What follows belongs to an exercise in optimizing a design on an open flow for small area, a short achievable clock period and few clock cycles per item; a production flow would make more cautious choices. Function was checked by simulation only, so behaviour that the tests miss may differ from the original.

==> 05-23: inputs <==
==> flow/design.v <==
module anubis_round_engine #(
    parameter int ROUNDS = 12,
    parameter int IDXW   = 5
) (
    input  logic            clk,
    input  logic            reset,
    input  logic            in_valid,
    output logic            in_ready,
    input  logic [127:0]    in_dat,
    output logic [IDXW-1:0] rk_idx,
    input  logic [127:0]    rk_dat,
    output logic            out_valid,
    input  logic            out_ready,
    output logic [127:0]    out_dat
);
    localparam logic [63:0] PTAB = 64'h128769adcb450ef3;
    localparam logic [63:0] QTAB = 64'h81b7d40fc32a65e9;
    function automatic logic [3:0] pbox(input logic [3:0] x);
        pbox = PTAB[4*x +: 4];
    endfunction
    function automatic logic [3:0] qbox(input logic [3:0] x);
        qbox = QTAB[4*x +: 4];
    endfunction
    function automatic logic [7:0] sbox(input logic [7:0] x);
        logic [7:0] a, b;
        a    = {pbox(x[7:4]), qbox(x[3:0])};
        a    = {a[7:6], a[3:2], a[5:4], a[1:0]};
        b    = {qbox(a[7:4]), pbox(a[3:0])};
        b    = {b[7:6], b[3:2], b[5:4], b[1:0]};
        sbox = {pbox(b[7:4]), qbox(b[3:0])};
    endfunction
    function automatic logic [7:0] x2(input logic [7:0] x);
        x2 = {x[6:0], 1'b0} ^ (x[7] ? 8'h1d : 8'h00);
    endfunction
    function automatic logic [7:0] x4(input logic [7:0] x);
        x4 = x2(x2(x));
    endfunction
    function automatic logic [7:0] byte_of(input logic [127:0] v, input int unsigned n);
        byte_of = v[8*(15-n) +: 8];
    endfunction
    function automatic logic [31:0] theta_row(input logic [31:0] g);
        logic [7:0] g0, g1, g2, g3, d01, d02, d13, d23;
        g0  = g[31:24];
        g1  = g[23:16];
        g2  = g[15:8];
        g3  = g[7:0];
        d01 = g0 ^ g1;
        d02 = g0 ^ g2;
        d13 = g1 ^ g3;
        d23 = g2 ^ g3;
        theta_row = {g0 ^ x2(d13) ^ x4(d23),
                     g1 ^ x2(d02) ^ x4(d23),
                     g2 ^ x2(d13) ^ x4(d01),
                     g3 ^ x2(d02) ^ x4(d01)};
    endfunction
    logic [127:0] ra, rb;              
    logic         ph;                  
    logic [1:0]   busy;                
    logic [3:0]   rc0, rc1;            
    logic         ld;                  
    logic         last;                
    logic         stall;
    logic [127:0] gt_vec, th_vec, b_vec, ra_nxt;
    assign stall   = out_valid & ~out_ready;
    assign in_ready = ld;
    assign out_dat = ra;
    always_comb begin
        for (int unsigned i = 0; i < 4; i++)
            for (int unsigned j = 0; j < 4; j++)
                gt_vec[8*(15-(4*i+j)) +: 8] = sbox(byte_of(ra, 4*j+i));
        for (int unsigned i = 0; i < 4; i++)
            th_vec[32*(3-i) +: 32] = theta_row(rb[32*(3-i) +: 32]);
        b_vec  = ld ? in_dat : (last ? rb : th_vec);
        ra_nxt = b_vec ^ rk_dat;
    end
    always_ff @(posedge clk) begin
        if (!stall) begin
            ra <= ra_nxt;
            rb <= gt_vec;
        end
    end
    logic       nph;
    logic [1:0] busy_n;
    logic [3:0] rc_cur, rc_oth, rc_cur_n;
    logic       fin;
    assign rc_cur = ph ? rc1 : rc0;
    assign rc_oth = ph ? rc0 : rc1;
    always_comb begin
        nph      = ~ph;
        busy_n   = busy;
        rc_cur_n = rc_cur;
        fin      = 1'b0;
        if (busy[ph]) begin
            if (rc_cur == 4'(ROUNDS)) begin
                busy_n[ph] = 1'b0;
                fin        = 1'b1;
            end
            rc_cur_n = rc_cur + 4'd1;
        end else if (ld && in_valid) begin
            busy_n[ph] = 1'b1;
            rc_cur_n   = 4'd1;
        end
    end
    always_ff @(posedge clk) begin
        if (reset) begin
            ph        <= 1'b0;
            busy      <= 2'b00;
            rc0       <= 4'd0;
            rc1       <= 4'd0;
            ld        <= 1'b1;
            last      <= 1'b0;
            out_valid <= 1'b0;
            rk_idx    <= '0;
        end else if (!stall) begin
            ph        <= nph;
            busy      <= busy_n;
            if (ph) rc1 <= rc_cur_n;
            else    rc0 <= rc_cur_n;
            out_valid <= fin;
            ld        <= ~busy[nph] & ~fin & ~(ld & in_valid);
            last      <= busy[nph] & (rc_oth == 4'(ROUNDS));
            rk_idx    <= busy[nph] ? IDXW'(rc_oth) : '0;
        end
    end
endmodule
==> flow/flow/run.sh <==
#!/bin/bash
# Standard synthesis, then the combinational logic re-mapped by ABC for area
# (flip-flops untouched), then the standard layout from floorplan on, with
# small input-port buffers and stronger output-port buffers.
set -euo pipefail
WORK=$(pwd)
R=$WORK/orfs/results/$FLOW_PLATFORM/anubis_round_engine/base
YOSYS=$(command -v yosys || echo "$FLOW_HOME/../tools/install/yosys/bin/yosys")
bash standard.sh synth > synth_std.log 2>&1
cp "$R/1_2_yosys.v" "$WORK/std_synth.v"
PLATFORM_LIB=$FLOW_HOME/platforms/sky130hd/lib/sky130_fd_sc_hd__tt_025C_1v80.lib \
NET_IN=$WORK/std_synth.v NET_OUT=$WORK/remap.v ABC_ARGS="-D 2000" \
    "$YOSYS" -c flow/remap.tcl > remap.log 2>&1
cp "$WORK/remap.v" "$R/1_2_yosys.v"
rm -f "$R/1_synth.odb" "$R/1_synth.sdc"
export PRE_GLOBAL_PLACE_TCL=$WORK/flow/outbuf.tcl
bash standard.sh BUFFER_PORTS_ARGS="-inputs -buffer_cell sky130_fd_sc_hd__buf_1" finish > layout.log 2>&1
==> flow/flow/outbuf.tcl <==
# Buffer the output ports with a stronger buffer than the input ports get.
buffer_ports -outputs -buffer_cell sky130_fd_sc_hd__buf_4
==> flow/flow/remap.tcl <==
# Re-map the combinational logic of the standard synthesis netlist for area.
# Flip-flops stay the instances (names and cell types) the standard synthesis made.
yosys -import
set LIB $::env(PLATFORM_LIB)
read_liberty -ignore_miss_func -ignore_miss_dir $LIB
read_verilog $::env(NET_IN)
hierarchy -top $::env(FLOW_TOP)
blackbox sky130_fd_sc_hd__df* sky130_fd_sc_hd__edf* sky130_fd_sc_hd__sdf* sky130_fd_sc_hd__dl* sky130_fd_sc_hd__sedf* sky130_fd_sc_hd__conb_1
flatten
opt -purge
abc {*}$::env(ABC_ARGS) -liberty $LIB -dont_use sky130_fd_sc_hd__probe_p_8 -dont_use sky130_fd_sc_hd__probec_p_8 -dont_use sky130_fd_sc_hd__lpflow_*
opt_clean -purge
hilomap -singleton -hicell sky130_fd_sc_hd__conb_1 HI -locell sky130_fd_sc_hd__conb_1 LO
splitnets
opt_clean -purge
stat -liberty $LIB

write_verilog -noattr -nohex -nodec $::env(NET_OUT)
==> flow/standard.sh <==
#!/bin/bash
# synth_recipe.tcl (not shown) runs the flow's synth.tcl, then flattens the netlist and writes it again
# the make line also repeats each setting of config.mk as NAME=value (left out here)
make -C /OpenROAD-flow-scripts/flow DESIGN_CONFIG=/design/flow/config.mk WORK_HOME=/design/flow/orfs CLKGATE_MAP_FILE= SYNTH_SCRIPT=/design/flow/synth_recipe.tcl "${@:-finish}"
==> flow/config.mk <==
export PLATFORM = sky130hd
export DESIGN_NAME = anubis_round_engine
export DESIGN_NICKNAME = anubis_round_engine
export VERILOG_FILES = /design/flow/design.v
export SDC_FILE = /design/flow/constraint.sdc
export NUM_CORES = 4
export LEC_CHECK = 0
export CAP_MARGIN = 20
export CORE_MARGIN = 2
export CORE_UTILIZATION = 50
export CTS_BUF_LIST = sky130_fd_sc_hd__clkbuf_16 sky130_fd_sc_hd__clkbuf_8
export CTS_CLUSTER_DIAMETER = 80
export CTS_CLUSTER_SIZE = 30
export PLACE_DENSITY = 0.6
export SETUP_SLACK_MARGIN = 4.0
export SLEW_MARGIN = 20
==> flow/constraint.sdc <==
create_clock -name core_clock -period 7.0 [get_ports {clk}]
set_input_delay 1.4000 -clock core_clock [delete_from_list [all_inputs] [get_ports {clk}]]
set_output_delay 1.4000 -clock core_clock [all_outputs]
set_load 0.01 [all_outputs]
==> 10-10 (differences from 05-23) <==
==> flow/run.sh (new file) <==
#!/bin/bash
# synth_recipe.tcl (not shown) runs the flow's synth.tcl, then flattens the netlist and writes it again
# the make line also repeats each setting of config.mk as NAME=value (left out here)
make -C /OpenROAD-flow-scripts/flow DESIGN_CONFIG=/design/flow/config.mk WORK_HOME=/design/flow/orfs CLKGATE_MAP_FILE= SYNTH_SCRIPT=/design/flow/synth_recipe.tcl finish
- ABC_CLOCK_PERIOD_IN_PS: not set -> 2400
- CORE_UTILIZATION: 50 -> 40
- CTS_BUF_LIST: sky130_fd_sc_hd__clkbuf_16 sky130_fd_sc_hd__clkbuf_8 -> not set
- CTS_CLUSTER_DIAMETER: 80 -> not set
- CTS_CLUSTER_SIZE: 30 -> not set
- PLACE_DENSITY: 0.6 -> 0.55
- SETUP_SLACK_MARGIN: 4.0 -> 4.6
removed: flow/flow/run.sh
removed: flow/flow/outbuf.tcl
removed: flow/flow/remap.tcl
removed: flow/standard.sh
==> 11-02 (differences from 05-23) <==
==> flow/run.sh (new file) <==
#!/bin/bash
# synth_recipe.tcl (not shown) runs the flow's synth.tcl, then flattens the netlist and writes it again
# the make line also repeats each setting of config.mk as NAME=value (left out here)
make -C /OpenROAD-flow-scripts/flow DESIGN_CONFIG=/design/flow/config.mk WORK_HOME=/design/flow/orfs CLKGATE_MAP_FILE= SYNTH_SCRIPT=/design/flow/synth_recipe.tcl finish
- ABC_CLOCK_PERIOD_IN_PS: not set -> 3000
- CTS_BUF_LIST: sky130_fd_sc_hd__clkbuf_16 sky130_fd_sc_hd__clkbuf_8 -> not set
- CTS_CLUSTER_DIAMETER: 80 -> not set
- CTS_CLUSTER_SIZE: 30 -> not set
- SETUP_SLACK_MARGIN: 4.0 -> 3.0
removed: flow/flow/run.sh
removed: flow/flow/outbuf.tcl
removed: flow/flow/remap.tcl
removed: flow/standard.sh
==> 10-05 (differences from 05-23) <==
- SETUP_SLACK_MARGIN: 4.0 -> 4.25
==> results.txt <==
Final cell count, lowest first: 05-23, 10-05, 11-02, 10-10.
The lowest utilization belongs to 05-23, the highest to 10-10.
Area after synthesis: 10-10 is higher than 10-05 (29%).
Against 11-02, the clock-buffer cell count of 05-23 is lower by 10.
In die area, 05-23 and 10-05 do not differ.
Worst setup slack: 11-02 < 10-10 < 05-23 < 10-05.
Non-clock buffer count, highest first: 10-10, 11-02, 10-05, 05-23.
Of 05-23 and 10-05, 10-05 has the higher register-to-register slack (gap 0.099 ns).
Synthesized cell count is the same in 05-23 and 10-05.
==> figures <==
Run status: 10-05 finished clean; 10-10 finished clean; 05-23 finished clean; 11-02 finished clean
Cell area after layout: 10-05 0.0307 mm2; 10-10 0.0528 mm2; 05-23 0.0285 mm2; 11-02 0.0378 mm2
Startpoint of the worst hold path: 10-05 rc1[1]; 10-10 rk_idx[2]; 05-23 rc1[1]; 11-02 rk_idx[2]
Post-cts gate resize count: 10-05 126; 10-10 1437; 05-23 18; 11-02 0
Xor/xnor cell area share of the yosys netlist: 10-05 -; 10-10 0.176; 05-23 -; 11-02 0.176
Share of Yosys cell area claimed by the top area cell type: 10-05 -; 10-10 0.240; 05-23 -; 11-02 0.240
Origin of the critical flop-to-flop path: 10-05 ra[33]; 10-10 ra[105]; 05-23 ra[37]; 11-02 ra[9]
Worst slack at placement: 10-05 3.29 ns; 10-10 2.96 ns; 05-23 3.53 ns; 11-02 2.71 ns
FF-to-FF path depth: 10-05 9; 10-10 16; 05-23 9; 11-02 14
Multi-input gate share of the layout cell area: 10-05 0.607; 10-10 0.560; 05-23 0.602; 11-02 0.595
Portion of the layout cell area used by non-clock buffers: 10-05 0.0630; 10-10 0.215; 05-23 0.0405; 11-02 0.106
Final worst slack: 10-05 4.22 ns; 10-10 3.92 ns; 05-23 4.13 ns; 11-02 3.21 ns
Crit path required time: 10-05 7.32 ns; 10-10 7.40 ns; 05-23 7.33 ns; 11-02 7.12 ns
Sum of met2 wire segment lengths after detailed routing: 10-05 35900 um; 10-10 54200 um; 05-23 34500 um; 11-02 40800 um
Arrival time worst endpoint: 10-05 3.09 ns; 10-10 3.48 ns; 05-23 3.21 ns; 11-02 3.91 ns
Ratio of layout area to synthesized area: 10-05 1.232x; 10-10 1.650x; 05-23 1.144x; 11-02 1.181x
Post-Place Cell Area: 10-05 0.0268 mm2; 10-10 0.0385 mm2; 05-23 0.0268 mm2; 11-02 0.0365 mm2
Testbench counts of 05-23, summed over its fixed seeds: cycles 6,680, items 512.
Testbench counts of 10-10, summed over its fixed seeds: cycles 6,680, items 512.
Testbench counts of 11-02, summed over its fixed seeds: cycles 6,680, items 512.
Testbench counts of 10-05, summed over its fixed seeds: cycles 6,680, items 512.

port drivers added, routing unchanged:
Ports are ideal in the flow. The routed layouts listed here were re-timed in OpenROAD. Step 1: set_driving_cell puts a clkbuf_16 on clk and a buf_2 on each other input, an assumption about the parent block. Step 2 times the ports against the registers' clock, not the clock port: input delays grow and output delays shrink by t, the midpoint of the rising clock arrivals with the driver on. Slacks: ideal / step 1 / step 2; pairs: ideal / step 1.
run	t (ns)	setup slack, ns	worst data-port slew with drivers (ns)
05-23	0.640	4.125 / 4.125 / 3.556	0.09
10-10	0.623	3.923 / 3.923 / 3.923	0.12
11-02	0.617	3.208 / 3.230 / 2.614	0.08
10-05	0.627	4.224 / 4.224 / 3.900	0.10
After both steps setup and hold are still met in every run listed. The setup slack of 11-02, which loses most, moves by +0.022 ns with the drivers and by -0.594 ns with both steps.
